From an optimization exercise on the open Yosys and OpenROAD flow, aimed at small area and few clock cycles; shortcuts taken in it are not production practice. The RTL was checked by simulation tests, not by an equivalence proof against the original design. Power figures rest on the tool's default switching activity, not on a simulated workload.

**design/flow/flow/run.sh**
```bash
#!/bin/bash
# The standard layout, with the smallest buffer on the ports instead of clkdlybuf4s50_1,
# and a clock tree of small buffers without dummy loads.
set -euo pipefail
cat >> config.mk <<'EOC'
export BUFFER_PORTS_ARGS = -buffer_cell sky130_fd_sc_hd__buf_1
export CTS_ARGS = -sink_clustering_enable -repair_clock_nets -dont_use_dummy_load -buf_list {sky130_fd_sc_hd__clkbuf_4 sky130_fd_sc_hd__clkbuf_8} -sink_clustering_size 16 -sink_clustering_max_diameter 60
EOC
bash standard.sh finish > standard_flow.log 2>&1
```
**design/flow/standard.sh**
```bash
#!/bin/bash
# synth_recipe.tcl (not shown) runs the flow's synth.tcl, then flattens the netlist and writes it again
# the make line also repeats each setting of config.mk as NAME=value (left out here)
make -C /OpenROAD-flow-scripts/flow DESIGN_CONFIG=/design/flow/config.mk WORK_HOME=/design/flow/orfs CLKGATE_MAP_FILE= SYNTH_SCRIPT=/design/flow/synth_recipe.tcl "${@:-finish}"
```
**design/flow/config.mk**
```make
export PLATFORM = sky130hd
export DESIGN_NAME = grapheme_cluster_segmenter
export DESIGN_NICKNAME = grapheme_cluster_segmenter
export VERILOG_FILES = /design/flow/design.v
export SDC_FILE = /design/flow/constraint.sdc
export NUM_CORES = 4
export LEC_CHECK = 0
export CAP_MARGIN = 20
export CORE_MARGIN = 2
export CORE_UTILIZATION = 70
export PLACE_DENSITY = 0.75
export SLEW_MARGIN = 20
export BUFFER_PORTS_ARGS = -buffer_cell sky130_fd_sc_hd__buf_1
export CTS_ARGS = -sink_clustering_enable -repair_clock_nets -dont_use_dummy_load -buf_list {sky130_fd_sc_hd__clkbuf_4 sky130_fd_sc_hd__clkbuf_8} -sink_clustering_size 16 -sink_clustering_max_diameter 60
```
**design/flow/constraint.sdc**
```tcl
create_clock -name core_clock -period 12.0 [get_ports {clk}]
set_input_delay 2.4000 -clock core_clock [delete_from_list [all_inputs] [get_ports {clk}]]
set_output_delay 2.4000 -clock core_clock [all_outputs]
set_load 0.01 [all_outputs]
```
**design/flow/design.v**
```verilog
`default_nettype none
module grapheme_cluster_segmenter (
    input  wire logic        clk,
    input  wire logic        rst_n,
    input  wire logic        cfg_write_en,
    input  wire logic        cfg_write_data,
    input  wire logic        in_valid,
    output logic             in_stall,
    input  wire logic [5:0]  lb_class,
    input  wire logic [1:0]  width_class,
    input  wire logic [3:0]  gb_class,
    input  wire logic        is_thai,
    input  wire logic        end_of_text,
    output logic             out_valid,
    input  wire logic        out_stall,
    output logic [15:0]      cluster_start,
    output logic [15:0]      cluster_length,
    output logic [16:0]      cluster_columns,
    output logic [5:0]       cluster_break_class,
    output logic             text_done,
    output logic             last_of_run
);
    localparam logic [2:0] ST_NONE = 3'd0;
    localparam logic [2:0] ST_CR   = 3'd1;
    localparam logic [2:0] ST_RUN  = 3'd2;
    localparam logic [2:0] ST_GEN  = 3'd3;
    localparam logic [2:0] ST_L    = 3'd4;
    localparam logic [2:0] ST_V    = 3'd5;
    localparam logic [2:0] ST_T    = 3'd6;
    localparam logic [2:0] ST_PRE  = 3'd7;
    logic        thai_reg;
    logic [2:0]  s_st;
    logic        s_pend;
    logic [15:0] s_len;
    logic [16:0] s_tot;
    logic [1:0]  s_base;     
    logic [5:0]  s_cls;
    logic        o_valid;
    logic [15:0] o_start;
    logic [15:0] o_len;
    logic [16:0] o_cols;
    logic [5:0]  o_cls;
    logic        o_done;
    logic        o_last;
    function automatic logic [2:0] gen_state(input logic [3:0] gb);
        if (gb == 4'd7)
            gen_state = ST_L;
        else if (gb == 4'd8 || gb == 4'd10)
            gen_state = ST_V;
        else if (gb == 4'd9 || gb == 4'd11)
            gen_state = ST_T;
        else if (gb == 4'd6)
            gen_state = ST_PRE;
        else
            gen_state = ST_GEN;
    endfunction
    logic [1:0] cols;
    logic       g_cr, g_lf, g_ctrl, g_ext, g_l, g_v, g_t, g_lv, g_lvt;
    logic       l_bknl, l_run;
    logic [5:0] c_cls;
    assign cols   = {width_class == 2'd2, width_class[0]};
    assign g_cr   = gb_class == 4'd1;
    assign g_lf   = gb_class == 4'd2;
    assign g_ctrl = gb_class == 4'd3;
    assign g_ext  = gb_class == 4'd4 || gb_class == 4'd5;
    assign g_l    = gb_class == 4'd7;
    assign g_v    = gb_class == 4'd8;
    assign g_t    = gb_class == 4'd9;
    assign g_lv   = gb_class == 4'd10;
    assign g_lvt  = gb_class == 4'd11;
    assign l_bknl = lb_class == 6'd0 || lb_class == 6'd1;
    assign l_run  = lb_class == 6'd2 || lb_class == 6'd3 || lb_class == 6'd4;
    assign c_cls  = (lb_class == 6'd5 && !(thai_reg && is_thai)) ? (g_ext ? 6'd6 : 6'd7) : lb_class;
    logic is_open, cap_ok, in_gen, hj, j_cr, j_run, j_gen, j_pre, joined;
    assign is_open = s_st != ST_NONE;
    assign cap_ok  = ~&s_len;
    assign in_gen  = s_st[2] || s_st == ST_GEN;
    assign hj      = (s_st == ST_L && (g_l || g_v || g_lv || g_lvt))
                  || (s_st == ST_V && (g_v || g_t))
                  || (s_st == ST_T && g_t);
    assign j_cr    = s_st == ST_CR && g_lf;
    assign j_run   = s_st == ST_RUN && lb_class[5:3] == 3'd0 && lb_class[2:0] == s_cls[2:0];
    assign j_gen   = in_gen && !(g_ctrl || g_cr || g_lf) && (hj || g_ext || s_st == ST_PRE);
    assign j_pre   = !hj && !g_ext;
    assign joined  = cap_ok && (j_cr || j_run || j_gen);
    logic o_free, accept, fresh, n_close, from_s;
    assign o_free   = !o_valid || !out_stall;
    assign in_stall = !joined && (is_open || s_pend) && !o_free;
    assign accept   = in_valid && !in_stall;
    assign fresh    = accept && !joined;
    assign n_close  = l_bknl || g_lf || end_of_text || (g_ctrl && !l_run);
    assign from_s   = o_free && (s_pend || (fresh && is_open));
    logic [1:0]  add;
    logic [15:0] start_sum, len_inc;
    logic [16:0] start_c, len_c;
    logic [16:0] tot_sum;
    logic [17:0] tot_c;
    always_comb
    begin
        start_c[0] = 1'b0;
        len_c[0]   = 1'b1;
        for (int i = 0; i < 16; i++)
        begin
            start_sum[i] = o_start[i] ^ o_len[i] ^ start_c[i];
            start_c[i+1] = (o_start[i] & o_len[i]) | (start_c[i] & (o_start[i] ^ o_len[i]));
            len_inc[i]   = s_len[i] ^ len_c[i];
            len_c[i+1]   = s_len[i] & len_c[i];
        end
        tot_sum[0] = s_tot[0] ^ add[0];
        tot_c[1]   = s_tot[0] & add[0];
        tot_sum[1] = s_tot[1] ^ add[1] ^ tot_c[1];
        tot_c[2]   = (s_tot[1] & add[1]) | (tot_c[1] & (s_tot[1] ^ add[1]));
        for (int i = 2; i < 17; i++)
        begin
            tot_sum[i] = s_tot[i] ^ tot_c[i];
            tot_c[i+1] = s_tot[i] & tot_c[i];
        end
    end
    logic [15:0] x_len;
    logic [16:0] x_tot;
    logic [1:0]  x_base;
    logic [5:0]  x_cls;
    logic [2:0]  x_st;
    logic        x_close;
    always_comb
    begin
        if (j_cr)
            add = 2'd0;
        else if (hj)
            add = 2'd2 - s_base;
        else
            add = cols;
        x_len = fresh ? 16'd1 : len_inc;
        x_tot = fresh ? {15'd0, cols} : tot_sum;
        x_cls = (fresh || (j_gen && j_pre)) ? c_cls : s_cls;
        if (fresh || (j_gen && j_pre))
            x_base = cols;
        else if (hj)
            x_base = 2'd2;
        else
            x_base = s_base;
        if (fresh)
        begin
            if (g_cr)
                x_st = ST_CR;
            else if (l_run)
                x_st = ST_RUN;
            else
                x_st = gen_state(gb_class);
        end
        else if (j_gen && (hj || !g_ext))
            x_st = gen_state(gb_class);
        else
            x_st = s_st;
        x_close = fresh ? n_close : (j_cr || end_of_text);
    end
    always_ff @(posedge clk or negedge rst_n)
    begin
        if (!rst_n)
            thai_reg <= 1'b0;
        else if (cfg_write_en)
            thai_reg <= cfg_write_data;
    end
    always_ff @(posedge clk or negedge rst_n)
    begin
        if (!rst_n)
        begin
            s_st   <= ST_NONE;
            s_pend <= 1'b0;
        end
        else if (accept)
        begin
            s_st   <= x_close ? ST_NONE : x_st;
            s_pend <= x_close;
        end
        else if (from_s)
            s_pend <= 1'b0;
    end
    always_ff @(posedge clk)
    begin
        if (accept)
        begin
            s_len  <= x_len;
            s_tot  <= x_tot;
            s_base <= x_close ? {1'b0, end_of_text} : x_base;
            s_cls  <= x_cls;
        end
    end
    always_ff @(posedge clk or negedge rst_n)
    begin
        if (!rst_n)
        begin
            o_valid <= 1'b0;
            o_done  <= 1'b1;
        end
        else
        begin
            if (o_free)
                o_valid <= from_s;
            if (from_s)
                o_done <= s_pend && s_base[0];
        end
    end
    always_ff @(posedge clk)
    begin
        if (from_s)
        begin
            o_start <= o_done ? 16'd0 : start_sum;
            o_len   <= s_len;
            o_cols  <= s_tot;
            o_cls   <= s_cls;
            o_last  <= s_pend || !n_close;
        end
    end
    assign out_valid           = o_valid;
    assign cluster_start       = o_start;
    assign cluster_length      = o_len;
    assign cluster_columns     = o_cols;
    assign cluster_break_class = o_cls;
    assign text_done           = o_done;
    assign last_of_run         = o_last;
endmodule
`default_nettype wire
```
==> results of run 1 <==
==> cells by family after synthesis <==
group / Yosys count
DFF: 104
and+or+nand+nor: 99
adders and majority gates: 45
AOI/OAI and AO/OA: 35
buffers and inverters: 25
xor gates and xnor gates: 8
muxes: 8
==> area by class of cell <==
type	count	area [sq um]
tap	80	100
inverter	12	45.0
multi-input combinational	195	1690
timing repair buffer	81	315
clock buffer	9	124
fill	420	1400
sequential	104	3090
==> routing by layer <==
| layer | part of all wire | up-vias | track usage |
|---|---|---|---|
| li1 | - | 1335 | - |
| met1 | 0.42 | 1360 | 0.318 |
| met2 | 0.51 | 105 | 0.408 |
| met3 | 0.053 | 13 | 0.0550 |
| met4 | 0.015 | 0 | 0.0741 |
| met5 | 0 | - | 0 |
==> per-stage QoR <==
step | power [mW] | utilization | hold WS, ns | setup slack, ns | area (sq um)
6_report | 1.31 | 0.793 | 0.431 | 4.95 | 5360
5_1_grt | 1.40 | 0.793 | 0.450 | 4.49 | 5360
4_1_cts | 1.32 | 0.793 | 0.436 | 4.95 | 5360
3_5_place_dp | 1.15 | 0.775 | 0.418 | 4.60 | 5240
3_3_place_gp | 1.10 | 0.775 | 0.401 | 4.83 | 5240
2_1_floorplan | 0.991 | - | 0.400 | 5.03 | 4880
==> power groups by stage <==
stage / clock network [mW] / registers, mW / logic [mW]
after floorplan: 0 / 0.726 / 0.265
after global placement: 0 / 0.701 / 0.402
after detailed placement: 0 / 0.711 / 0.437
after CTS: 0.170 / 0.704 / 0.446
after global routing: 0.182 / 0.721 / 0.499
final: 0.167 / 0.703 / 0.442
==> worst max path at each step <==
stage                           start        end  slack (ns)  cells past startpoint
final                     gb_class[1]  s_tot[16]        4.95                     28
after global placement    gb_class[0]  s_tot[15]        4.83                     27
after CTS                 gb_class[0]  s_tot[16]        4.95                     28
after detailed placement  gb_class[1]  s_tot[16]        4.60                     28
after floorplan           gb_class[1]   o_cls[0]        5.03                      8
after global routing      gb_class[0]  s_tot[16]        4.49                     28
==> cells in the mapped netlist, types with 2 or more instances <==
cell type	count	area share
xnor2_1	6	0.011
a22o_1	2	0.0036
nand2_1	10	0.0077
nand3_1	8	0.0082
nand2b_1	2	0.0026
xor2_1	2	0.0036
mux2_2	3	0.0069
buf_6	2	0.0046
o21ai_0	4	0.0041
a21o_1	3	0.0046
nor2b_1	47	0.060
mux2i_1	4	0.0082
nor3_1	2	0.0021
o21ai_1	2	0.0021
a311oi_1	2	0.0036
fa_1	15	0.062
or3_1	2	0.0026
clkbuf_1	5	0.0038
a21oi_1	7	0.0072
ha_1	30	0.077
inv_1	12	0.0092
buf_2	6	0.0062
nor2_1	13	0.010
nand4_1	4	0.0051
and2_1	2	0.0026
edfxtp_1	97	0.60
a31oi_1	2	0.0026
dfrtp_1	6	0.031
and3_1	2	0.0026
==> layout by cell type, fill, tap and decap left out, types with 2 or more instances in the layout <==
cell type,n
dfrtp_1,6
and3_1,2
edfxtp_1,97
clkbuf_8,9
inv_1,12
mux2i_1,4
a311oi_1,2
buf_4,3
a22o_1,2
buf_1,78
mux2_2,3
fa_1,15
nand3_1,8
nand2_1,10
or3_1,2
ha_1,30
nor2_1,13
a21o_1,3
nand2b_1,2
o21ai_1,2
nor3_1,2
nor2b_1,47
nand4_1,4
a21oi_1,6
xnor2_1,6
a31oi_1,2
o21ai_0,4
xor2_1,2
and2_1,2
==> results.json, run 1 <==
{
  "outcome": "no timing/DRC/antenna violations",
  "start_util": 0.722,
  "synth_compound_area_frac": 0.0582,
  "htreeDepth": 3,
  "pwr_density_cell_nw_per_um2": 245,
  "die_h_um": 87.5,
  "first_pass_iters": 4,
  "yosys.area_share.simple": 0.115,
  "swShare": 0.350,
  "vias": 2813,
  "crit_family": "adder cells",
  "reg2reg_depth": 18,
  "grt_pass1_vias": 2820,
  "finalClockSkew_ns": 0.0271,
  "path_buf_inv": 3,
  "ys_seq_elements": 104,
  "gp_congestion": 0.853,
  "cts_setup_buffers": 0,
  "cts_tree": "done",
  "final_hold_viol_count": 0,
  "layout.nets": 468,
  "clkPwrFrac": 0.127,
  "grt_max_degree": 45,
  "crit_fanout": 9,
  "p_leak_nw": 2.01,
  "power_switching_uw": 459,
  "synthesis.area_sq_um": 4880,
  "antenna_found_initial": 0,
  "grt_usage": 0.242,
  "rows": 30,
  "cp.arrival_ns": 7.13,
  "cts_buffers": 9,
  "min_from": "s_cls[3]",
  "slew_violations": 0,
  "grt_remaining_overflow": 0,
  "period_minus_slack_ns": 7.05,
  "ys_seq_area_frac": 0.633,
  "r2r_slack_ns": 5.03,
  "period_share": 0.588,
  "fin_tns_setup_ns": 0,
  "hpwl_um": 6060,
  "instances_no_fill": 481,
  "clock_latency_ns": 0.36,
  "top_regs": "o_cols (17), s_tot (17)",
  "worstPathRequired_ns": 12.08,
  "hold_end": "o_cls[3]",
  "worstSetupPathType": "primary input to flop",
  "synth_fa_ha_area_frac": 0.138,
  "synth.avg_cell_area_sq_um": 15.1,
  "timing.rr.end": "o_start[15]",
  "drt-vias-per-instance": 5.85,
  "numClockSinks": 104,
  "p_int_uw": 853,
  "syn_inst": 324,
  "boundaryPins": 79,
  "clk_pin_slew_ns": 0.08,
  "synthMuxAreaShare": 0.0174,
  "cpMaxStageDelayCell": "o21ai_0",
  "power_frac_comb": 0.337,
  "min_path_cells": 0,
  "r2r-start": "o_start[0]",
  "ir_worst_vdd_mv": 0.120,
  "p_seq_frac": 0.536,
  "drt_iter0_drc": 163,
  "slew_headroom": 0.455,
  "die_w_um": 87.5,
  "grt_setup_unrepaired": "no",
  "n_antenna_cell": 0,
  "cp-end-kind": "flop",
  "routed_wl_um": 8670,
  "portBuffers": 78,
  "antenna_left": 0,
  "synth-async-reset-ratio": 0.0673,
  "hp-class": "flop to flop",
  "worstMarginPinSlew_ns": 0.817,
  "drc": 0,
  "clock.fmax_ghz": 0.142,
  "placed_cells": 472,
  "yosys_warnings": 1,
  "cts_hold_buf": 0,
  "critPathMaxStageDelay_ns": 0.38,
  "cp_common_cell": "ha_1",
  "cts_max_path_buffers": 2,
  "ys_types": 51,
  "synth_nets": 389,
  "fp.coreArea_sq_um": 6760,
  "drive_gt1_frac": 0.0623,
  "setup_violations": 0,
  "synth_top_family_by_area": "adder cells",
  "ys.flop_type": "edfxtp_1",
  "synth_edf_count": 97,
  "post_cts_resized": 0,
  "die_area_sq_um": 7660,
  "critPathLaunchType": "primary input",
  "grt_pass1_wl_um": 13700,
  "wire_per_inst_um": 18.0,
  "clockRootBuffer": "clkbuf_8",
  "maxCapViolCount": 0,
  "synthXorXnorAreaFrac": 0.0144,
  "syn_to_final_growth_pct": 9.82
}
Testbench counts, summed over its fixed seeds: cycles 52,865.
==> run 2: changes to the inputs <==
--- a/design/flow/design.v
+++ b/design/flow/design.v
@@ -1,3 +1,6 @@
 `default_nettype none
-module grapheme_cluster_segmenter (
+module grapheme_cluster_segmenter #(
+    parameter int unsigned KL = 2,    
+    parameter int unsigned KC = 2     
+) (
     input  wire logic        clk,
@@ -33,4 +36,6 @@
     logic        s_pend;
-    logic [15:0] s_len;
-    logic [16:0] s_tot;
+    logic [KL-1:0] s_len;
+    logic [KC-1:0] s_tot;
+    logic [15:KL]  u_len;
+    logic [16:KC]  u_tot;
     logic [1:0]  s_base;     
@@ -39,4 +44,4 @@
     logic [15:0] o_start;
-    logic [15:0] o_len;
-    logic [16:0] o_cols;
+    logic [KL-1:0] o_len;
+    logic [KC-1:0] o_cols;
     logic [5:0]  o_cls;
@@ -75,3 +80,3 @@
     assign is_open = s_st != ST_NONE;
-    assign cap_ok  = ~&s_len;
+    assign cap_ok  = o_valid || ~&{u_len, s_len};
     assign in_gen  = s_st[2] || s_st == ST_GEN;
@@ -85,5 +90,6 @@
     assign joined  = cap_ok && (j_cr || j_run || j_gen);
-    logic o_free, accept, fresh, n_close, from_s;
+    logic o_free, take, accept, fresh, n_close, from_s, grow;
     assign o_free   = !o_valid || !out_stall;
-    assign in_stall = !joined && (is_open || s_pend) && !o_free;
+    assign take     = o_valid && !out_stall;
+    assign in_stall = joined ? (o_valid && grow) : ((is_open || s_pend) && !o_free);
     assign accept   = in_valid && !in_stall;
@@ -103,6 +109,6 @@
         begin
-            start_sum[i] = o_start[i] ^ o_len[i] ^ start_c[i];
-            start_c[i+1] = (o_start[i] & o_len[i]) | (start_c[i] & (o_start[i] ^ o_len[i]));
-            len_inc[i]   = s_len[i] ^ len_c[i];
-            len_c[i+1]   = s_len[i] & len_c[i];
+            start_sum[i] = o_start[i] ^ cluster_length[i] ^ start_c[i];
+            start_c[i+1] = (o_start[i] & cluster_length[i]) | (start_c[i] & (o_start[i] ^ cluster_length[i]));
+            len_inc[i]   = ((i < KL) ? s_len[i % KL] : u_len[i]) ^ len_c[i];
+            len_c[i+1]   = ((i < KL) ? s_len[i % KL] : u_len[i]) & len_c[i];
         end
@@ -114,6 +120,7 @@
         begin
-            tot_sum[i] = s_tot[i] ^ tot_c[i];
-            tot_c[i+1] = s_tot[i] & tot_c[i];
-        end
-    end
+            tot_sum[i] = ((i < KC) ? s_tot[i % KC] : u_tot[i]) ^ tot_c[i];
+            tot_c[i+1] = ((i < KC) ? s_tot[i % KC] : u_tot[i]) & tot_c[i];
+        end
+    end
+    assign grow = len_c[KL] || tot_c[KC];
     logic [15:0] x_len;
@@ -180,6 +187,14 @@
     begin
+        if (take || (!o_valid && accept && !from_s))
+        begin
+            u_len <= take ? '0 : x_len[15:KL];
+            u_tot <= take ? '0 : x_tot[16:KC];
+        end
+    end
+    always_ff @(posedge clk)
+    begin
         if (accept)
         begin
-            s_len  <= x_len;
-            s_tot  <= x_tot;
+            s_len  <= x_len[KL-1:0];
+            s_tot  <= x_tot[KC-1:0];
             s_base <= x_close ? {1'b0, end_of_text} : x_base;
@@ -193,3 +208,3 @@
             o_valid <= 1'b0;
-            o_done  <= 1'b1;
+            o_start <= '0;
         end
@@ -199,4 +214,4 @@
                 o_valid <= from_s;
-            if (from_s)
-                o_done <= s_pend && s_base[0];
+            if (take)
+                o_start <= o_done ? 16'd0 : start_sum;
         end
@@ -207,3 +222,3 @@
         begin
-            o_start <= o_done ? 16'd0 : start_sum;
+            o_done  <= s_pend && s_base[0];
             o_len   <= s_len;
@@ -216,4 +231,4 @@
     assign cluster_start       = o_start;
-    assign cluster_length      = o_len;
-    assign cluster_columns     = o_cols;
+    assign cluster_length      = {u_len, o_len};
+    assign cluster_columns     = {u_tot, o_cols};
     assign cluster_break_class = o_cls;
==> run 2 against run 1 <==
Die area shrank 11%. Power decreased by 17%. Setup slack got worse by 0.40 ns. Critical path depth is 18 lower. Register-to-register slack gained 0.64 ns. Synthesized cell count is 10% higher.
==> results.json, run 2 <==
{
  "ys_seq_elements": 75,
  "power_switching_uw": 443,
  "outcome": "no timing/DRC/antenna violations",
  "cts_setup_buffers": 0,
  "cts_max_path_buffers": 2,
  "clkPwrFrac": 0.135,
  "synth.avg_cell_area_sq_um": 12.0,
  "boundaryPins": 79,
  "cp_common_cell": "buf_1",
  "critPathLaunchType": "primary input",
  "start_util": 0.725,
  "clock.fmax_ghz": 0.134,
  "first_pass_iters": 4,
  "power_frac_comb": 0.398,
  "drt-vias-per-instance": 5.96,
  "vias": 2996,
  "yosys.cell_count.top_type": "edfxtp_1",
  "clockRootBuffer": "clkbuf_8",
  "swShare": 0.405,
  "setup_violations": 0,
  "hpwl_um": 6370,
  "postLayoutCellArea_sq_um": 4730,
  "grt_usage": 0.274,
  "crit_fanout": 10,
  "fp.coreArea_sq_um": 5920,
  "finalClockSkew_ns": 0.0181,
  "p_int_uw": 650,
  "grt_pass1_wl_um": 13600,
  "hp-class": "flop to flop",
  "top_regs": "o_start (16), u_tot (15), u_len (14)",
  "ys_types": 65,
  "wire_per_inst_um": 17.2,
  "top_register": "o_start",
  "worstMarginPinSlew_ns": 1.05,
  "drc": 0,
  "cts_buffers": 9,
  "clock_latency_ns": 0.34,
  "final_common_cell": "buf_1",
  "post_cts_resized": 0,
  "fin_tns_setup_ns": 0,
  "syn_inst": 358,
  "worstSetupPathType": "primary input to primary output",
  "period_share": 0.621,
  "drt_iter0_drc": 214,
  "die_w_um": 82.3,
  "yosys_warnings": 1,
  "rows": 28,
  "p_seq_frac": 0.467,
  "fillers": 383,
  "cp_cell_sequence": "buf_1 > nand3b_1 > a2111oi_0 > a31o_2 > o31ai_1 > ha_1 > fa_1 > o21ai_0 > mux2i_1 > buf_1",
  "synth_common_cells": "edfxtp_1 (53), inv_1 (34), nand2_1 (32), ha_1 (30), and3_1 (29)",
  "htreeDepth": 3,
  "grt_setup_unrepaired": "no",
  "n_antenna_cell": 0,
  "synth_nets": 423,
  "layout_common_cells": "buf_1 (78), edfxtp_1 (53), inv_1 (34), nand2_1 (32), ha_1 (30)",
  "cp-end-kind": "primary output",
  "synth_largest_area_cell": "edfxtp_1",
  "critPathMaxStageDelay_ns": 0.58,
  "pwr_density_cell_nw_per_um2": 231,
  "syn_to_final_growth_pct": 10.1,
  "cts_tree": "done",
  "slew_violations": 0,
  "die_area_sq_um": 6780,
  "cpMaxStageDelayCell": "a2111oi_0",
  "cts_hold_buf": 0,
  "portBuffers": 78,
  "grt_max_degree": 62,
  "met3RoutedLength_um": 563,
  "maxCapViolCount": 0,
  "die_h_um": 82.3,
  "grt_remaining_overflow": 0,
  "layout.nets": 495,
  "final_hold_viol_count": 0,
  "crit_family": "compound AO/OA/AOI/OAI gates",
  "clk_pin_slew_ns": 0.08,
  "routed-wl-met2_um": 4080,
  "drive_gt1_frac": 0.0841,
  "synth_top_area_share": 0.371,
  "numClockSinks": 75,
  "worstPathRequired_ns": 9.60,
  "met1_length_um": 3810,
  "p_leak_nw": 1.96,
  "synth_edf_count": 53,
  "synthesis.area_sq_um": 4290,
  "largest_reg_flops": 16,
  "routed_wl_um": 8650,
  "path_buf_inv": 2,
  "cp.arrival_ns": 5.05,
  "grt_pass1_vias": 2810,
  "top_layer": "met4",
  "antenna_left": 0,
  "gp_congestion": 0.879,
  "antenna_found_initial": 0,
  "placed_cell_area_sq_um": 4600,
  "synth-async-reset-ratio": 0.293,
  "ys_seq_area_frac": 0.499,
  "slew_headroom": 0.298,
  "ir_worst_vdd_mv": 0.129,
  "period_minus_slack_ns": 7.45,
  "ys.flop_type": "edfxtp_1",
  "synthTopCellsByArea": "edfxtp_1 (37%), dfrtp_1 (13%), ha_1 (8.7%)"
}
[run 2: changes by cell type in the layout (fill, tap and decap cells not counted), moves of 3 or more]
cell      change
edfxtp_1     -44
nor2b_1      -44
and3_1       +27
inv_1        +22
nand2_1      +22
dfrtp_1      +16
o31ai_1      +13
nand2b_1      +5
nor2_1        -5
o21ai_0       +5
mux2i_1       -3
[run 2: power groups by stage]
| stage | Clock [mW] | Combinational, mW | Sequential (mW) |
|---|---|---|---|
| floorplan | 0 | 0.276 | 0.524 |
| global placement | 0 | 0.413 | 0.509 |
| detailed placement | 0 | 0.439 | 0.514 |
| CTS | 0.149 | 0.441 | 0.510 |
| global route | 0.158 | 0.498 | 0.525 |
| finish | 0.148 | 0.436 | 0.510 |
[run 2: per-stage QoR]
| step | setup slack (ns) | instances | util | power [mW] | hold WS [ns] |
|---|---|---|---|---|---|
| after global placement | 4.69 | 494 | 0.778 | 0.922 | 0.401 |
| final | 4.55 | 503 | 0.799 | 1.09 | 0.424 |
| after global routing | 4.16 | 503 | 0.799 | 1.18 | 0.428 |
| after detailed placement | 4.59 | 494 | 0.778 | 0.953 | 0.416 |
| after floorplan | 4.93 | 358 | - | 0.799 | 0.400 |
| after CTS | 4.56 | 503 | 0.799 | 1.10 | 0.429 |
[run 2: cell families after synthesis]
| logic type | share of synthesized area |
|---|---|
| DFF | 0.499 |
| xor gates and xnor gates | 0.0143 |
| buffers and inverters | 0.0565 |
| adders and majority gates | 0.157 |
| AOI/OAI and AO/OA | 0.105 |
| muxes | 0.00758 |
| and+or+nand+nor | 0.160 |
[run 2: path summary, 6_finish.rpt]
kind / cells past startpoint / slack, ns / startpoint / to
max: 10 / 4.55 / gb_class[0] / in_stall
min: 0 / 0.42 / s_cls[3] / o_cls[3]
max reg2reg: 26 / 5.67 / o_len[0] / o_start[15]
min reg2reg: 0 / 0.42 / s_cls[3] / o_cls[3]
max in group asynchronous: 2 / 9.70 / rst_n / o_start[5]
min in group asynchronous: 2 / 2.04 / rst_n / thai_reg
[run 2: per-layer routing]
metal / track usage / up-vias
met5: 0 / -
met4: 0.110 / 0
met3: 0.0630 / 21
met2: 0.423 / 113
met1: 0.377 / 1445
li1: - / 1417
[run 2: area by class of cell]
| cell class | count | area, sq um | area share |
|---|---|---|---|
| Clock buffer | 9 | 124 | 0.0262 |
| Inverter | 34 | 128 | 0.0270 |
| Multi-Input combinational cell | 229 | 1930 | 0.407 |
| Sequential cell | 75 | 2140 | 0.453 |
| Tap cell | 75 | 93.8 | 0.0198 |
| Timing Repair Buffer | 81 | 315 | 0.0667 |
Testbench counts of run 2, summed over its fixed seeds: cycles 52,865.
==> run 3: changes to the inputs <==
--- a/design/flow/design.v
+++ b/design/flow/design.v
@@ -1,6 +1,3 @@
 `default_nettype none
-module grapheme_cluster_segmenter #(
-    parameter int unsigned KL = 2,    
-    parameter int unsigned KC = 2     
-) (
+module grapheme_cluster_segmenter (
     input  wire logic        clk,
@@ -25,2 +22,4 @@
 );
+    localparam int unsigned KL = 2;    
+    localparam int unsigned KC = 2;    
     localparam logic [2:0] ST_NONE = 3'd0;
@@ -203,2 +202,3 @@
     end
+    logic o_first;
     always_ff @(posedge clk or negedge rst_n)
@@ -208,3 +208,4 @@
             o_valid <= 1'b0;
-            o_start <= '0;
+            o_first <= 1'b1;
+            o_done  <= 1'b1;
         end
@@ -214,5 +215,11 @@
                 o_valid <= from_s;
-            if (take)
-                o_start <= o_done ? 16'd0 : start_sum;
-        end
+            o_first <= 1'b0;
+            if (from_s)
+                o_done <= s_pend && s_base[0];
+        end
+    end
+    always_ff @(posedge clk)
+    begin
+        if (take || o_first)
+            o_start <= o_done ? 16'd0 : start_sum;
     end
@@ -222,3 +229,2 @@
         begin
-            o_done  <= s_pend && s_base[0];
             o_len   <= s_len;
==> run 3 against run 2 <==
Synthesized area decreased by 3.6%. Synthesized cell count decreased by 13%. Sequential share of layout area increased by 3.6 points. Critical path type unchanged. Power increased by 8.7%. Global-route usage decreased by 1.5 points. Clock power about the same. Via count decreased by 10%. Fmax increased by 1.1%. Combinational power increased by 6.4%. Critical path depth increased by 2. Highest routed layer unchanged. First-iteration DRC count decreased by 16%.
==> results.json, run 3 <==
{
  "outcome": "no timing/DRC/antenna violations",
  "critPathLaunchType": "primary input",
  "start_util": 0.712,
  "pwr_density_cell_nw_per_um2": 259,
  "routed_wl_um": 7830,
  "grt_use_met2": 0.393,
  "htreeDepth": 3,
  "crit_family": "compound AO/OA/AOI/OAI gates",
  "layout_common_cells": "buf_1 (78), edfxtp_1 (68), ha_1 (30), and2_1 (29)",
  "worstPathRequired_ns": 9.60,
  "cp.arrival_ns": 4.97,
  "yosys_warnings": 1,
  "met3_usage": 0.0600,
  "hpwl_um": 5820,
  "cts_tree": "done",
  "min_from": "s_cls[3]",
  "top_regs": "o_start (16), u_tot (15), u_len (14)",
  "synth_common_cells": "edfxtp_1 (68), ha_1 (30), and2_1 (29), nor2_1 (18), nor2b_1 (18)",
  "reg2reg_depth": 18,
  "drt-vias-per-instance": 5.86,
  "fin_tns_setup_ns": 0,
  "hp-class": "flop to flop",
  "grt_setup_unrepaired": "no",
  "clk_pin_slew_ns": 0.08,
  "synthesis.area_sq_um": 4140,
  "hold_end": "o_cls[3]",
  "cp_cell_sequence": "buf_1 > and3b_1 > o21ai_0 > a21oi_1 > o21ai_1 > mux2i_1 > nor2_1 > ha_1 > fa_1 > o21ai_0 > mux2i_1 > buf_1",
  "p_leak_nw": 1.84,
  "grt_max_degree": 30,
  "drive_gt1_frac": 0.0753,
  "grt_usage": 0.259,
  "grt_pass1_vias": 2532,
  "cts_max_path_buffers": 2,
  "final_hold_viol_count": 0,
  "gp_congestion": 0.865,
  "path_buf_inv": 2,
  "synth_top_area_share": 0.493,
  "ys_seq_elements": 76,
  "worstSetupPathType": "primary input to primary output",
  "power_mw": 1.19,
  "gr-max-usage-layer": "met2",
  "portBuffers": 78,
  "largest_reg_flops": 16,
  "instances_no_fill": 460,
  "yosys.cell_count.top_type": "edfxtp_1",
  "clockRootBuffer": "clkbuf_8",
  "n_antenna_cell": 0,
  "maxCapViolCount": 0,
  "layout.nets": 452,
  "timing.rr.end": "o_start[15]",
  "r2r-start": "o_start[0]",
  "placed_cells": 451,
  "worstMarginPinSlew_ns": 1.10,
  "synth-async-reset-ratio": 0.105,
  "die_area_sq_um": 6550,
  "numClockSinks": 76,
  "fillers": 374,
  "grt_remaining_overflow": 0,
  "cts_hold_buf": 0,
  "antenna_found_initial": 0,
  "top_register": "o_start",
  "ys_seq_area_frac": 0.542,
  "period_minus_slack_ns": 7.37,
  "die_w_um": 80.9,
  "crit_fanout": 16,
  "rows": 28,
  "seq_area_sq_um": 2240,
  "antenna_left": 0,
  "wire_per_inst_um": 17.0,
  "cp-end-kind": "primary output",
  "critPathMaxStageDelay_ns": 0.45,
  "ir_worst_vdd_mv": 0.143,
  "cpMaxStageDelayCell": "buf_1",
  "cts_buffers": 9,
  "clock.fmax_ghz": 0.136,
  "synth.avg_cell_area_sq_um": 13.3,
  "ys.flop_type": "edfxtp_1",
  "finalClockSkew_ns": 0.0262,
  "synth_nets": 376,
  "slew_violations": 0,
  "ys_types": 55,
  "drt_iter0_drc": 179,
  "synth_largest_area_cell": "edfxtp_1",
  "holdWs_ns": 0.432,
  "fp.coreArea_sq_um": 5820,
  "cts_setup_buffers": 0,
  "boundaryPins": 79,
  "final_common_cell": "buf_1",
  "vias": 2696,
  "syn_inst": 311,
  "clock_latency_ns": 0.34,
  "syn_to_final_growth_pct": 10.9,
  "min_path_cells": 0,
  "grtUsageMet1": 0.372,
  "synth_edf_count": 68,
  "drc": 0,
  "grt_pass1_wl_um": 12500,
  "multi_input_area_sq_um": 1790,
  "setup_violations": 0,
  "slew_headroom": 0.270,
  "r2r_slack_ns": 5.17,
  "period_share": 0.614,
  "first_pass_iters": 5,
  "post_cts_resized": 0,
  "synthTopCellsByArea": "edfxtp_1 (49%), ha_1 (9.1%), fa_1 (7.3%)",
  "die_h_um": 80.9
}
-- run 3: final cells by class --
class	count	area share
flip-flops and latches	76	0.489
clock buffers	9	0.0270
inverters	11	0.00899
well taps	75	0.0204
multi-input cells	210	0.389
repair buffers	79	0.0654
-- run 3: per-stage QoR --
| stage | setup slack [ns] | area [sq um] | utilization |
|---|---|---|---|
| floorplan | 4.80 | 4140 | - |
| global placement | 4.53 | 4470 | 0.768 |
| detailed placement | 4.40 | 4470 | 0.768 |
| CTS | 4.63 | 4590 | 0.789 |
| global route | 4.28 | 4590 | 0.789 |
| finish | 4.63 | 4590 | 0.789 |
-- run 3: kinds of logic after synthesis --
kind of cell,count (synthesis),synth area share
AO/OA/AOI/OAI,43,0.0752
adder cells (fa/ha/maj),45,0.163
flip-flops,76,0.542
buffers and inverters,25,0.0296
XOR/XNOR,9,0.0190
multiplexers,8,0.0218
other,1,0.000906
AND/OR/NAND/NOR,104,0.148
-- run 3: worst reg2reg max path, stage by stage (launching register included) --
cell,delay [ns]
edfxtp_1,0.40
ha_1,0.22
fa_1,0.38
fa_1,0.40
fa_1,0.42
fa_1,0.40
fa_1,0.39
fa_1,0.41
fa_1,0.39
fa_1,0.40
fa_1,0.42
fa_1,0.42
fa_1,0.39
fa_1,0.39
fa_1,0.39
fa_1,0.38
xor2_1,0.18
xnor2_1,0.14
nor2_1,0.05
-- run 3: worst max path at each step --
stage / from / to / slack, ns / depth (start not counted)
after floorplan: gb_class[1] / u_len[10] / 4.80 / 14
after global placement: gb_class[1] / u_tot[16] / 4.53 / 25
after detailed placement: gb_class[1] / u_tot[16] / 4.40 / 25
after CTS: gb_class[1] / in_stall / 4.63 / 12
after global routing: gb_class[1] / in_stall / 4.28 / 12
final: gb_class[1] / in_stall / 4.63 / 12
-- run 3: per-layer routing --
metal	share of wire	vias to the layer above
li1	-	1273
met1	0.43	1299
met2	0.48	108
met3	0.067	16
met4	0.018	0
met5	0	-
-- run 3: power by group --
group	switching, mW	leakage, nW	internal, mW
Sequential	0.112	0.763	0.464
Combinational	0.261	1.01	0.203
Clock	0.0799	0.0647	0.0670
Total	0.454	1.84	0.734
Testbench counts of run 3, summed over its fixed seeds: cycles 52,865.
==> run 4: changes to the inputs <==
==> design/flow/flow/run.sh (replaced) <==
#!/bin/bash
# The standard layout, with the smallest buffer on the ports instead of clkdlybuf4s50_1,
# and a clock tree of small buffers without dummy loads.
set -euo pipefail
cat >> config.mk <<'EOC'
export BUFFER_PORTS_ARGS = -buffer_cell sky130_fd_sc_hd__buf_1
export CTS_ARGS = -repair_clock_nets -dont_use_dummy_load -root_buf sky130_fd_sc_hd__clkbuf_16 -buf_list sky130_fd_sc_hd__clkbuf_16
EOC
bash standard.sh finish > standard_flow.log 2>&1
--- a/design/flow/config.mk
+++ b/design/flow/config.mk
@@ -13,2 +13,2 @@
 export BUFFER_PORTS_ARGS = -buffer_cell sky130_fd_sc_hd__buf_1
-export CTS_ARGS = -sink_clustering_enable -repair_clock_nets -dont_use_dummy_load -buf_list {sky130_fd_sc_hd__clkbuf_4 sky130_fd_sc_hd__clkbuf_8} -sink_clustering_size 16 -sink_clustering_max_diameter 60
+export CTS_ARGS = -repair_clock_nets -dont_use_dummy_load -root_buf sky130_fd_sc_hd__clkbuf_16 -buf_list sky130_fd_sc_hd__clkbuf_16
==> run 4 against run 3 <==
Global-route usage up 1.6 points. Power up 7.8%. Sequential share of layout area down 1.1 points. Sequential cell count unchanged. Count of clock-buffer cells in the layout unchanged. Combinational power up 3%. Non-clock buffer count unchanged. Cell count unchanged. Fmax down 0.17%. Register-to-register slack worse by 0.06 ns. Synthesized area unchanged. Synthesized cell count unchanged. Critical endpoint unchanged. Highest routed layer unchanged.
==> results.json, run 4 <==
{
  "fillers": 358,
  "die_w_um": 80.9,
  "rows": 28,
  "synth_largest_area_cell": "edfxtp_1",
  "antenna_left": 0,
  "pwr_density_cell_nw_per_um2": 273,
  "cts_hold_buf": 0,
  "die_h_um": 80.9,
  "wire_per_inst_um": 18.2,
  "layout_common_cells": "buf_1 (78), edfxtp_1 (68), ha_1 (30), and2_1 (29)",
  "outcome": "no timing/DRC/antenna violations",
  "synthesis.area_sq_um": 4140,
  "synthTopCellsByArea": "edfxtp_1 (49%), ha_1 (9.1%), fa_1 (7.3%)",
  "drc": 0,
  "hpwl_um": 5820,
  "synth_edf_count": 68,
  "drt_iter0_drc": 221,
  "portBuffers": 78,
  "synth_common_cells": "edfxtp_1 (68), ha_1 (30), and2_1 (29), nor2_1 (18), nor2b_1 (18)",
  "syn_to_final_growth_pct": 13.3,
  "ys.flop_type": "edfxtp_1",
  "n_antenna_cell": 0,
  "synth_top_area_share": 0.493,
  "setup_violations": 0,
  "hold_end": "o_cls[3]",
  "grt_pass1_vias": 2580,
  "synth_nets": 376,
  "synth-async-reset-ratio": 0.105,
  "period_share": 0.615,
  "die_area_sq_um": 6550,
  "antenna_found_initial": 0,
  "period_minus_slack_ns": 7.38,
  "worstSetupPathType": "primary input to primary output",
  "yosys.cell_count.top_type": "edfxtp_1",
  "syn_inst": 311,
  "top_register": "o_start",
  "cp.arrival_ns": 4.98,
  "start_util": 0.712,
  "cpMaxStageDelayCell": "buf_1",
  "r2r-start": "o_start[0]",
  "cp-end-kind": "primary output",
  "critPathLaunchType": "primary input",
  "drt-vias-per-instance": 6.05,
  "power_mw": 1.28,
  "p_leak_nw": 1.88,
  "grt_usage": 0.274,
  "largest_reg_flops": 16,
  "htreeDepth": 3,
  "slew_violations": 0,
  "timing.rr.end": "o_start[15]",
  "path_buf_inv": 2,
  "worstPathRequired_ns": 9.60,
  "clk_pin_slew_ns": 0.06,
  "cts_buffers": 9,
  "finalClockSkew_ns": 0.0177,
  "cts_setup_buffers": 0,
  "ir_worst_vdd_mv": 0.214,
  "maxCapViolCount": 0,
  "crit_fanout": 16,
  "fp.coreArea_sq_um": 5820,
  "worstMarginPinSlew_ns": 1.11,
  "critPathMaxStageDelay_ns": 0.46,
  "layout.nets": 452,
  "placed_cell_area_sq_um": 4470,
  "grt_pass1_wl_um": 13000,
  "fin_tns_setup_ns": 0,
  "slew_headroom": 0.259,
  "boundaryPins": 79,
  "top_regs": "o_start (16), u_tot (15), u_len (14)",
  "ys_types": 55,
  "r2r_slack_ns": 5.11,
  "hp-class": "flop to flop",
  "final_hold_viol_count": 0,
  "synth.avg_cell_area_sq_um": 13.3,
  "crit_family": "compound AO/OA/AOI/OAI gates",
  "grt_max_degree": 30,
  "routed_wl_um": 8350,
  "grt_setup_unrepaired": "no",
  "post_cts_resized": 0,
  "yosys_warnings": 1,
  "gp_congestion": 0.865,
  "drive_gt1_frac": 0.0753,
  "cp_cell_sequence": "buf_1 > and3b_1 > o21ai_0 > a21oi_1 > o21ai_1 > mux2i_1 > nor2_1 > ha_1 > fa_1 > o21ai_0 > mux2i_1 > buf_1",
  "ys_seq_elements": 76,
  "postLayoutCellArea_sq_um": 4690,
  "cts_tree": "done",
  "clock.fmax_ghz": 0.135,
  "clock_latency_ns": 0.33,
  "pre_cts_ws_ns": 4.40,
  "grt_remaining_overflow": 0,
  "final_common_cell": "buf_1",
  "min_from": "s_cls[3]",
  "cts_max_path_buffers": 2,
  "vias": 2782,
  "min_path_cells": 0,
  "clockRootBuffer": "clkbuf_16",
  "setup_ws_ns": 4.62,
  "ys_seq_area_frac": 0.542,
  "first_pass_iters": 6,
  "reg2reg_depth": 18,
  "numClockSinks": 76
}
run 4: cell counts after synthesis:
No cell type changed its count.
run 4: how the worst max path moves through the flow:
stage	startpoint	endpoint	slack, ns	cells past startpoint
3_3_place_gp	gb_class[1]	u_tot[16]	4.53	25
3_5_place_dp	gb_class[1]	u_tot[16]	4.40	25
2_1_floorplan	gb_class[1]	u_len[10]	4.80	14
6_report	gb_class[1]	in_stall	4.62	12
4_1_cts	gb_class[1]	in_stall	4.63	12
5_1_grt	gb_class[1]	in_stall	4.28	12
run 4: power breakdown:
group / total [mW] / switching (mW) / internal (mW)
logic: 0.479 / 0.273 / 0.207
clock network: 0.220 / 0.0884 / 0.131
registers: 0.581 / 0.116 / 0.465
total: 1.28 / 0.477 / 0.803
run 4: per-layer routing:
| layer | track usage | up-vias | part of all wire |
|---|---|---|---|
| li1 | - | 1275 | - |
| met1 | 0.380 | 1354 | 0.41 |
| met2 | 0.422 | 136 | 0.50 |
| met3 | 0.0611 | 17 | 0.078 |
| met4 | 0.120 | 0 | 0.019 |
| met5 | 0 | - | 0 |
run 4: final cells by class:
cell class / instances / area (sq um) / area share
Clock buffer: 9 / 225 / 0.0480
Sequential cell: 76 / 2240 / 0.478
Multi-Input combinational cell: 210 / 1790 / 0.381
Inverter: 11 / 41.3 / 0.00880
Timing Repair Buffer: 79 / 300 / 0.0640
Tap cell: 75 / 93.8 / 0.0200
run 4: cells by family after synthesis:
kind of cell | share of synthesized area
and+or+nand+nor | 0.148
DFF | 0.542
adders and majority gates | 0.163
AOI/OAI and AO/OA | 0.0752
buffers and inverters | 0.0296
xor gates and xnor gates | 0.0190
muxes | 0.0218
other | 0.000906
run 4: metrics by stage:
step,util,instances,hold slack (ns)
6_report,0.807,460,0.427
5_1_grt,0.807,460,0.448
4_1_cts,0.807,460,0.434
3_5_place_dp,0.768,451,0.421
2_1_floorplan,-,311,0.400
3_3_place_gp,0.768,451,0.401
==> run 5: changes to the inputs <==
--- a/design/flow/flow/run.sh
+++ b/design/flow/flow/run.sh
@@ -6,3 +6,3 @@
 export BUFFER_PORTS_ARGS = -buffer_cell sky130_fd_sc_hd__buf_1
-export CTS_ARGS = -repair_clock_nets -dont_use_dummy_load -root_buf sky130_fd_sc_hd__clkbuf_16 -buf_list sky130_fd_sc_hd__clkbuf_16
+export CTS_ARGS = -sink_clustering_enable -repair_clock_nets -dont_use_dummy_load -buf_list {sky130_fd_sc_hd__clkbuf_4 sky130_fd_sc_hd__clkbuf_8} -sink_clustering_size 30 -sink_clustering_max_diameter 120
 EOC
--- a/design/flow/config.mk
+++ b/design/flow/config.mk
@@ -9,6 +9,6 @@
 export CORE_MARGIN = 2
-export CORE_UTILIZATION = 70
-export PLACE_DENSITY = 0.75
+export CORE_UTILIZATION = 75
+export PLACE_DENSITY = 0.8
 export SLEW_MARGIN = 20
 export BUFFER_PORTS_ARGS = -buffer_cell sky130_fd_sc_hd__buf_1
-export CTS_ARGS = -repair_clock_nets -dont_use_dummy_load -root_buf sky130_fd_sc_hd__clkbuf_16 -buf_list sky130_fd_sc_hd__clkbuf_16
+export CTS_ARGS = -sink_clustering_enable -repair_clock_nets -dont_use_dummy_load -buf_list {sky130_fd_sc_hd__clkbuf_4 sky130_fd_sc_hd__clkbuf_8} -sink_clustering_size 30 -sink_clustering_max_diameter 120
==> run 5 against run 4 <==
Count of clock-buffer cells in the layout unchanged. Die area down 6.3%. Synthesized cell count is the same. Via count is 5.1% higher. Sequential cell count unchanged. Clock skew barely moved. Synthesized area did not move. Global-route usage grew 5.6 points. Final area decreased by 2.2%. Combinational power increased by 4.2%. Register-to-register slack got worse by 0.18 ns. Critical path type unchanged.
==> results.json, run 5 <==
{
  "yosys_warnings": 1,
  "final_common_cell": "buf_1",
  "routed_wl_um": 9490,
  "instances_no_fill": 457,
  "p_leak_nw": 1.84,
  "portBuffers": 78,
  "pwr_density_cell_nw_per_um2": 269,
  "drive_gt1_frac": 0.0779,
  "critPathMaxStageDelay_ns": 0.45,
  "syn_to_final_growth_pct": 10.9,
  "die_area_sq_um": 6130,
  "yosys.cell_count.top_type": "edfxtp_1",
  "drc": 0,
  "worstMarginPinSlew_ns": 0.906,
  "first_pass_iters": 12,
  "grt_pass1_wl_um": 15000,
  "grt_max_degree": 30,
  "top_regs": "o_start (16), u_tot (15), u_len (14)",
  "antenna_found_initial": 0,
  "vias": 2924,
  "drt-vias-per-instance": 6.40,
  "ys_seq_area_frac": 0.542,
  "synth_edf_count": 68,
  "boundaryPins": 79,
  "ys_types": 55,
  "numClockSinks": 76,
  "outcome": "no timing/DRC/antenna violations",
  "fp.coreArea_sq_um": 5410,
  "layout_common_cells": "buf_1 (78), edfxtp_1 (68), ha_1 (30), and2_1 (29)",
  "cts_hold_buf": 0,
  "period_minus_slack_ns": 7.56,
  "start_util": 0.766,
  "cts_tree": "done",
  "holdWs_ns": 0.433,
  "power_frac_comb": 0.405,
  "crit_fanout": 16,
  "worstSetupPathType": "primary input to primary output",
  "clk_pin_slew_ns": 0.08,
  "drt_iter0_drc": 415,
  "layout.nets": 452,
  "synthTopCellsByArea": "edfxtp_1 (49%), ha_1 (9.1%), fa_1 (7.3%)",
  "grt_usage": 0.330,
  "min_path_cells": 0,
  "cpMaxStageDelayCell": "buf_1",
  "gp_congestion": 0.892,
  "cts_max_path_buffers": 2,
  "top_register": "o_start",
  "synth_common_cells": "edfxtp_1 (68), ha_1 (30), and2_1 (29), nor2_1 (18), nor2b_1 (18)",
  "synthesis.area_sq_um": 4140,
  "cts_setup_buffers": 0,
  "htreeDepth": 3,
  "syn_inst": 311,
  "synth_nets": 376,
  "cp.depth": 12,
  "swShare": 0.397,
  "clock.fmax_ghz": 0.132,
  "grt_setup_unrepaired": "no",
  "p_seq_frac": 0.475,
  "cp-end-kind": "primary output",
  "path_buf_inv": 2,
  "clkPwrFrac": 0.120,
  "reg2reg_depth": 18,
  "final_util": 0.849,
  "die_h_um": 78.3,
  "clockRootBuffer": "clkbuf_8",
  "rows": 27,
  "antenna_left": 0,
  "die_w_um": 78.3,
  "ys_seq_elements": 76,
  "synth.avg_cell_area_sq_um": 13.3,
  "ys.flop_type": "edfxtp_1",
  "maxCapViolCount": 0,
  "setup_violations": 0,
  "hpwl_um": 6520,
  "slew_headroom": 0.396,
  "post_cts_resized": 0,
  "placed_cells": 448,
  "period_share": 0.630,
  "cts_buffers": 9,
  "critPathLaunchType": "primary input",
  "crit_family": "compound AO/OA/AOI/OAI gates",
  "finalClockSkew_ns": 0.0181,
  "wire_per_inst_um": 20.8,
  "synth_largest_area_cell": "edfxtp_1",
  "clock_latency_ns": 0.35,
  "worstPathRequired_ns": 9.60,
  "slew_violations": 0,
  "p_int_uw": 743,
  "power_switching_uw": 490,
  "hp-class": "flop to flop",
  "ir_worst_vdd_mv": 0.167,
  "cp_cell_sequence": "buf_1 > and3b_1 > o21ai_0 > a21oi_1 > o21ai_1 > mux2i_1 > nor2_1 > ha_1 > fa_1 > o21ai_0 > mux2i_1 > buf_1",
  "fin_tns_setup_ns": 0,
  "final_hold_viol_count": 0,
  "cp.arrival_ns": 5.16,
  "largest_reg_flops": 16,
  "grt_remaining_overflow": 0,
  "synth_top_area_share": 0.493,
  "n_antenna_cell": 0,
  "synth-async-reset-ratio": 0.105,
  "grt_pass1_vias": 2851
}
[run 5: cell types whose count changed in the layout (fill, tap and decap cells not counted)]
cell	change
a21oi_1	-1
clkbuf_16	-9
a21oi_2	+1
clkbuf_8	+9
[run 5: worst reg2reg max path, cell delays in order (launching register included)]
cell and delay (ns):
edfxtp_1 0.40, ha_1 0.23, fa_1 0.40, fa_1 0.42
fa_1 0.41, fa_1 0.42, fa_1 0.44, fa_1 0.45
fa_1 0.41, fa_1 0.41, fa_1 0.41, fa_1 0.43
fa_1 0.43, fa_1 0.40, fa_1 0.39, fa_1 0.38
xor2_1 0.18, xnor2_1 0.15, nor2_1 0.06
[run 5: per-stage QoR]
step                total power, mW  setup WS (ns)  instance area (sq um)
global route                   1.30           4.21                   4590
finish                         1.23           4.44                   4590
detailed placement             1.05           4.31                   4460
CTS                            1.22           4.50                   4590
floorplan                     0.875           4.80                   4140
global placement              0.999           4.53                   4460
[run 5: kinds of logic after synthesis]
| kind of cell | count (synthesis) | share of synthesized area |
|---|---|---|
| AO/OA/AOI/OAI | 43 | 0.0752 |
| XOR/XNOR | 9 | 0.0190 |
| adder cells (fa/ha/maj) | 45 | 0.163 |
| buffers and inverters | 25 | 0.0296 |
| flip-flops | 76 | 0.542 |
| multiplexers | 8 | 0.0218 |
| other | 1 | 0.000906 |
| AND/OR/NAND/NOR | 104 | 0.148 |
[run 5: worst paths after layout]
path	from	endpoint	slack, ns
hold / removal	s_cls[4]	o_cls[4]	0.43
min in group asynchronous	rst_n	o_valid	1.96
hold reg to reg	s_cls[4]	o_cls[4]	0.43
setup reg to reg	o_start[0]	o_start[15]	4.93
max in group asynchronous	rst_n	o_done	9.69
setup / recovery	gb_class[1]	in_stall	4.44
[run 5: power by group through the flow]
| stage | Sequential (mW) | Combinational [mW] | Clock (mW) |
|---|---|---|---|
| after floorplan | 0.591 | 0.284 | 0 |
| after global placement | 0.573 | 0.427 | 0 |
| after detailed placement | 0.584 | 0.469 | 0 |
| after CTS | 0.582 | 0.493 | 0.147 |
| after global routing | 0.601 | 0.543 | 0.157 |
| final | 0.586 | 0.499 | 0.148 |
[run 5: area by class of cell]
class | instances | area [sq um]
flip-flops and latches | 76 | 2240
clock buffers | 9 | 124
repair buffers | 79 | 300
inverters | 11 | 41.3
fillers | 265 | 815
well taps | 72 | 90.1
multi-input cells | 210 | 1790
[run 5: metal layers]
metal,GRT usage,up-vias,share of wire,wire length (um)
met3,0.0782,34,0.098,927
met4,0.142,0,0.040,377
met1,0.424,1383,0.37,3480
met2,0.544,231,0.50,4700
met5,0,-,0,0
li1,-,1276,-,-
==> run 6: changes to the inputs <==
==> design/flow/flow/run.sh (replaced) <==
#!/bin/bash
# The standard layout, with the smallest buffer on the ports instead of clkdlybuf4s50_1,
# and a clock tree of small buffers without dummy loads.
set -euo pipefail
cat >> config.mk <<'EOC'
export BUFFER_PORTS_ARGS = -buffer_cell sky130_fd_sc_hd__buf_1
export CTS_ARGS = -sink_clustering_enable -repair_clock_nets -dont_use_dummy_load -root_buf sky130_fd_sc_hd__clkbuf_16 -buf_list sky130_fd_sc_hd__clkbuf_16 -sink_clustering_size 40 -sink_clustering_max_diameter 300 -sink_clustering_levels 1
EOC
bash standard.sh finish > standard_flow.log 2>&1
==> design/flow/config.mk (replaced) <==
export PLATFORM = sky130hd
export DESIGN_NAME = grapheme_cluster_segmenter
export DESIGN_NICKNAME = grapheme_cluster_segmenter
export VERILOG_FILES = /design/flow/design.v
export SDC_FILE = /design/flow/constraint.sdc
export NUM_CORES = 4
export LEC_CHECK = 0
export CAP_MARGIN = 20
export CORE_MARGIN = 2
export CORE_UTILIZATION = 70
export PLACE_DENSITY = 0.75
export SLEW_MARGIN = 20
export BUFFER_PORTS_ARGS = -buffer_cell sky130_fd_sc_hd__buf_1
export CTS_ARGS = -sink_clustering_enable -repair_clock_nets -dont_use_dummy_load -root_buf sky130_fd_sc_hd__clkbuf_16 -buf_list sky130_fd_sc_hd__clkbuf_16 -sink_clustering_size 40 -sink_clustering_max_diameter 300 -sink_clustering_levels 1
==> run 6 against run 5 <==
Global-route usage decreased by 5.6 points. Utilization decreased by 4.3 points. Combinational power decreased by 4.0%. Wire length decreased by 12%. Setup slack improved by 0.18 ns. Largest cell class unchanged.
==> results.json, run 6 <==
{
  "outcome": "no timing/DRC/antenna violations",
  "power_mw": 1.28,
  "pre_cts_ws_ns": 4.40,
  "cp-end-kind": "primary output",
  "r2r-start": "o_start[0]",
  "critPathLaunchType": "primary input",
  "cp.arrival_ns": 4.98,
  "clockRootBuffer": "clkbuf_16",
  "final_hold_viol_count": 0,
  "synth_common_cells": "edfxtp_1 (68), ha_1 (30), and2_1 (29), nor2_1 (18), nor2b_1 (18)",
  "slew_violations": 0,
  "setup_ws_ns": 4.62,
  "drt_iter0_drc": 221,
  "top_layer": "met4",
  "fillers": 358,
  "cts_setup_buffers": 0,
  "post_cts_resized": 0,
  "synth_largest_area_cell": "edfxtp_1",
  "timing.rr.end": "o_start[15]",
  "synth_top_area_share": 0.493,
  "synthesis.area_sq_um": 4140,
  "finalClockSkew_ns": 0.0177,
  "ys_seq_elements": 76,
  "die_area_sq_um": 6550,
  "reg2reg_depth": 18,
  "p_leak_nw": 1.88,
  "placed_cell_area_sq_um": 4470,
  "start_util": 0.712,
  "synth_edf_count": 68,
  "drt-vias-per-instance": 6.05,
  "worstMarginPinSlew_ns": 1.11,
  "yosys_warnings": 1,
  "pwr_density_cell_nw_per_um2": 273,
  "crit_path_start": "gb_class[1]",
  "clk_pin_slew_ns": 0.06,
  "antenna_left": 0,
  "met1_length_um": 3400,
  "maxCapViolCount": 0,
  "boundaryPins": 79,
  "grt_usage": 0.274,
  "synthXorXnorAreaFrac": 0.0190,
  "top_register": "o_start",
  "grt_setup_unrepaired": "no",
  "hold_end": "o_cls[3]",
  "layout_common_cells": "buf_1 (78), edfxtp_1 (68), ha_1 (30), and2_1 (29)",
  "cts_tree": "done",
  "period_minus_slack_ns": 7.38,
  "instances_no_fill": 460,
  "grt_pass1_vias": 2580,
  "wire_per_inst_um": 18.2,
  "top_regs": "o_start (16), u_tot (15), u_len (14)",
  "syn_to_final_growth_pct": 13.3,
  "ys_types": 55,
  "routed_wl_um": 8350,
  "final_common_cell": "buf_1",
  "grt_remaining_overflow": 0,
  "cts_buffers": 9,
  "htreeDepth": 3,
  "die_h_um": 80.9,
  "synth.avg_cell_area_sq_um": 13.3,
  "portBuffers": 78,
  "die_w_um": 80.9,
  "worstSetupPathType": "primary input to primary output",
  "syn_inst": 311,
  "drive_gt1_frac": 0.0753,
  "synthMuxAreaShare": 0.0218,
  "synth_compound_area_frac": 0.0752,
  "met3RoutedLength_um": 651,
  "hp-class": "flop to flop",
  "seq_area_sq_um": 2240,
  "gp_congestion": 0.865,
  "worstPathRequired_ns": 9.60,
  "multi_input_area_sq_um": 1790,
  "slew_headroom": 0.259,
  "cts_max_path_buffers": 2,
  "n_antenna_cell": 0,
  "crit_fanout": 16,
  "synth_top_family_by_area": "adder cells",
  "clock_latency_ns": 0.33,
  "antenna_found_initial": 0,
  "cts_hold_buf": 0,
  "ys.flop_type": "edfxtp_1",
  "r2r_slack_ns": 5.11,
  "synth_fa_ha_area_frac": 0.163,
  "synth_nets": 376,
  "min_path_cells": 0,
  "grt_pass1_wl_um": 13000,
  "rows": 28,
  "largest_reg_flops": 16,
  "synth-async-reset-ratio": 0.105,
  "holdWs_ns": 0.427,
  "postLayoutCellArea_sq_um": 4690,
  "clock.fmax_ghz": 0.135,
  "period_share": 0.615,
  "layout.nets": 452,
  "hpwl_um": 5820,
  "min_from": "s_cls[3]",
  "grt_max_degree": 30,
  "first_pass_iters": 6,
  "placed_cells": 451,
  "drc": 0,
  "final_util": 0.807,
  "setup_violations": 0,
  "fp.coreArea_sq_um": 5820,
  "numClockSinks": 76,
  "yosys.cell_count.top_type": "edfxtp_1",
  "ys_seq_area_frac": 0.542,
  "synthTopCellsByArea": "edfxtp_1 (49%), ha_1 (9.1%), fa_1 (7.3%)",
  "routed-wl-met2_um": 4140,
  "fin_tns_setup_ns": 0,
  "ir_worst_vdd_mv": 0.214,
  "vias": 2782,
  "yosys.area_share.simple": 0.148
}
## run 6: cell count changes in the layout (fill, tap and decap cells not counted)
cell | previous run | this run
clkbuf_8 | 9 | 0
a21oi_2 | 1 | 0
clkbuf_16 | 0 | 9
a21oi_1 | 3 | 4
## run 6: worst max path at each step
| stage | endpoint | slack [ns] | cells past startpoint |
|---|---|---|---|
| floorplan | u_len[10] | 4.80 | 14 |
| global placement | u_tot[16] | 4.53 | 25 |
| detailed placement | u_tot[16] | 4.40 | 25 |
| CTS | in_stall | 4.63 | 12 |
| global route | in_stall | 4.28 | 12 |
| finish | in_stall | 4.62 | 12 |
## run 6: metal layers
metal	up-vias	GRT usage
li1	1275	-
met1	1354	0.380
met3	17	0.0611
met5	-	0
met2	136	0.422
met4	0	0.120
## run 6: kinds of logic after synthesis
kind of cell | count (synthesis)
compound gates | 43
fa+ha+maj | 45
simple gates | 104
xor+xnor | 9
other cells | 1
mux | 8
buf+inv | 25
flops | 76
## run 6: where the power goes
group	switching, mW	internal [mW]	total [mW]
registers	0.116	0.465	0.581
logic	0.273	0.207	0.479
clock network	0.0884	0.131	0.220
total	0.477	0.803	1.28
## run 6: area by class of cell
class	instances	area share
clock buffer	9	0.0480
inverter	11	0.00880
multi-input combinational	210	0.381
sequential	76	0.478
tap	75	0.0200
timing repair buffer	79	0.0640
## run 6: critical path, stage by stage
cell	delay, ns
buf_1	0.46
and3b_1	0.24
o21ai_0	0.13
a21oi_1	0.08
o21ai_1	0.31
mux2i_1	0.24
nor2_1	0.06
ha_1	0.20
fa_1	0.38
o21ai_0	0.23
mux2i_1	0.11
buf_1	0.14

[static timing again, ports no longer ideal]
In the flow no input, the clock included, has a driving cell. The finished layouts below were timed again as built, in two steps.
Step 1: set_driving_cell puts a clkbuf_16 on clk and a buf_2 on each other input, an assumption about the parent block.
Step 2 moves the port delays by t, midway between the first and last clock arrival at a register: inputs arrive t later, outputs are due t later. That takes back most of the time a late clock gives input paths.
a / b / c = no drivers / after step 1 / after step 2; a / b = the first two.
run	shift t [ns]	setup WS [ns]	hold WS [ns]	slew at the worst register clock pin (ns)	cell pins on the clock port's net
run 1	0.376	4.950 / 4.961 / 4.585	0.431 / 0.431 / 0.431	0.10 / 0.10	1
run 2	0.360	4.548 / 4.525 / 4.525	0.424 / 0.424 / 0.424	0.08 / 0.08	1
run 3	0.361	4.629 / 4.606 / 4.418	0.432 / 0.432 / 0.432	0.08 / 0.08	1
run 4	0.357	4.617 / 4.594 / 4.374	0.427 / 0.427 / 0.427	0.06 / 0.06	1
run 5	0.372	4.436 / 4.414 / 4.288	0.433 / 0.433 / 0.433	0.08 / 0.08	1
run 6	0.357	4.617 / 4.594 / 4.374	0.427 / 0.427 / 0.427	0.06 / 0.06	1
After both steps every run listed still meets setup and hold. For run 1, which loses most, drivers alone change the setup slack by +0.011 ns; drivers and shift together by -0.365 ns.
